Background: an optimization exercise with open tools, aiming at small area, a short achievable clock period and few clock cycles per item. Do not read the settings as production practice.
In this exercise RTL edits were held to simulation tests only and were not proved equivalent to the original.
Power figures rest on the tool's default switching activity, not on a simulated workload.

== run 1 ==
## beacon_id_table_to_channel_mapper_unit
module beacon_id_table_to_channel_mapper_unit (
  input  logic         clk,
  input  logic         rst_n,
  input  logic         in_valid,
  output logic         in_ready,
  input  logic [1:0]   in_opcode,
  input  logic [7:0]   in_payload_length,
  input  logic [15:0]  in_company_id,
  input  logic [63:0]  in_sensor_id,
  input  logic [7:0]   in_accel_x,
  input  logic [7:0]   in_accel_y,
  input  logic [7:0]   in_accel_z,
  output logic         out_valid,
  input  logic         out_ready,
  output logic [3:0]   out_status,
  output logic [3:0]   out_entry_index,
  output logic [6:0]   out_channel_base,
  output logic [7:0]   out_x_positive,
  output logic [7:0]   out_x_negative,
  output logic [7:0]   out_y_positive,
  output logic [7:0]   out_y_negative,
  output logic [7:0]   out_z_positive,
  output logic [7:0]   out_z_negative,
  output logic         out_send_request,
  output logic         out_all_known_seen,
  input  logic         cfg_we,
  input  logic         cfg_wdata
);
  localparam int N = 16;
  localparam int RW = 4 + 4 + 1 + 1 + 1 + 24;
  logic [63:0]   id_mem [N];
  logic [N-1:0]  km_r;       
  logic [N-1:0]  tm_r;       
  logic [N-1:0]  seen_r;
  logic [N-1:0]  ma_r;       
  logic [N-1:0]  mb_r;       
  logic          out_en_r;
  logic          accept;
  logic          skid_next;
  assign in_ready = !skid_next;
  ...
For scale: about 3,700 cells after synthesis, ~55,000 um2 of cells after synthesis.
clock: 5.0 ns
lec_check: 0
cap_margin: 20
core_margin: 2
core_utilization: 60
cts_buf_list: sky130_fd_sc_hd__clkbuf_16
cts_cluster_diameter: 120
cts_cluster_size: 25
place_density: 0.8
setup_slack_margin: 2.5
slew_margin: 20
standard.sh (not shown) runs the stock make flow with config.mk's settings and CLKGATE_MAP_FILE= SYNTH_SCRIPT=/design/flow/synth_recipe.tcl, a recipe that flattens the netlist after the stock synthesis.
==> flow/flow/run.sh <==
#!/bin/bash
# The standard layout, except that the port buffers are buf_4 cells: left to itself
# buffer_ports picks a delay cell (clkdlybuf4s50_1) for every input and output port.
set -euo pipefail
export BUFFER_PORTS_ARGS="-buffer_cell sky130_fd_sc_hd__buf_4"
bash standard.sh > standard.log 2>&1
No stage failed in run 1, and the final checks on the layout all came back clean.
Testbench counts of run 1, summed over its fixed seeds: cycles 4,816, items 4,800.
Relative to run 1, the following input files were edited for run 2:
# run 1
export LEC_CHECK = 0
export CAP_MARGIN = 20
export CORE_MARGIN = 2
export CORE_UTILIZATION = 60
export CTS_BUF_LIST = sky130_fd_sc_hd__clkbuf_16
export CTS_CLUSTER_DIAMETER = 120
export CTS_CLUSTER_SIZE = 25
export PLACE_DENSITY = 0.8
export SETUP_SLACK_MARGIN = 2.5
export SLEW_MARGIN = 20
create_clock -name core_clock -period 5.0 [get_ports {clk}]
# run 2
export LEC_CHECK = 0
export CAP_MARGIN = 20
export CORE_MARGIN = 2
export CORE_UTILIZATION = 40
export CTS_BUF_LIST = sky130_fd_sc_hd__clkbuf_16
export CTS_CLUSTER_DIAMETER = 120
export CTS_CLUSTER_SIZE = 25
export PLACE_DENSITY = 0.8
export SETUP_SLACK_MARGIN = 2.8
export SLEW_MARGIN = 20
create_clock -name core_clock -period 5.0 [get_ports {clk}]
==> results.txt <==
Taking run 1 as the reference point, the minimum clock period after layout of run 2 falls by 0.12 ns.
Diff run 1 -> run 2: utilization after layout moved down, clock group total power picked up an extra about 0.9%, flip-flop and latch count essentially unchanged, die outline height climbed about 22%, arrival time at the worst endpoint fell 0.19 ns.
Inputs modified between run 2 and run 3:
# run 2
export LEC_CHECK = 0
export CAP_MARGIN = 20
export CORE_MARGIN = 2
export CORE_UTILIZATION = 40
export CTS_BUF_LIST = sky130_fd_sc_hd__clkbuf_16
export CTS_CLUSTER_DIAMETER = 120
export CTS_CLUSTER_SIZE = 25
export PLACE_DENSITY = 0.8
export SETUP_SLACK_MARGIN = 2.8
export SLEW_MARGIN = 20
create_clock -name core_clock -period 5.0 [get_ports {clk}]
# run 3
export LEC_CHECK = 0
export CAP_MARGIN = 20
export CORE_MARGIN = 2
export CORE_UTILIZATION = 40
export CTS_BUF_LIST = sky130_fd_sc_hd__clkbuf_16
export CTS_CLUSTER_DIAMETER = 120
export CTS_CLUSTER_SIZE = 25
export PLACE_DENSITY = 0.8
export SETUP_SLACK_MARGIN = 2.5
export SLEW_MARGIN = 20
create_clock -name core_clock -period 5.0 [get_ports {clk}]
==> results.txt <==
- Delta (run 3 minus run 2): fraction of met3 tracks used by global routing rose 1.1 points, total wire length after detailed routing dropped 5.4 mm.
- In run 3, the worst setup slack after placement came out 0.27 ns below the value in run 2.

==> re-timing with driven ports <==
The results above use ideal ports. As a check the final layouts listed here were re-extracted and re-timed, cells and wires unchanged. Step 1, drivers: a clkbuf_16 drives clk and a buf_2 each remaining input, both assumed. Step 2 moves the port delays by t, midway between the first and last clock arrival at a register: inputs arrive t later, outputs are due t later. That takes back most of the time a late clock gives input paths. a / b / c = no drivers / after step 1 / after step 2; a / b = the first two.
run	t, ns	setup WS [ns]	worst setup path at the end	slew at the worst register clock pin (ns)	worst data-port slew with drivers (ns)
run 1	0.768	2.299 / 2.299 / 1.676	input to register	0.11 / 0.11	0.07
run 2	0.799	2.423 / 2.423 / 1.908	input to register	0.11 / 0.11	0.15
run 3	0.795	2.373 / 2.373 / 1.633	input to register	0.11 / 0.11	0.09
After both steps every run listed still meets setup and hold. For run 3, which loses most, drivers alone change the setup slack by 0.000 ns; drivers and shift together by -0.740 ns.
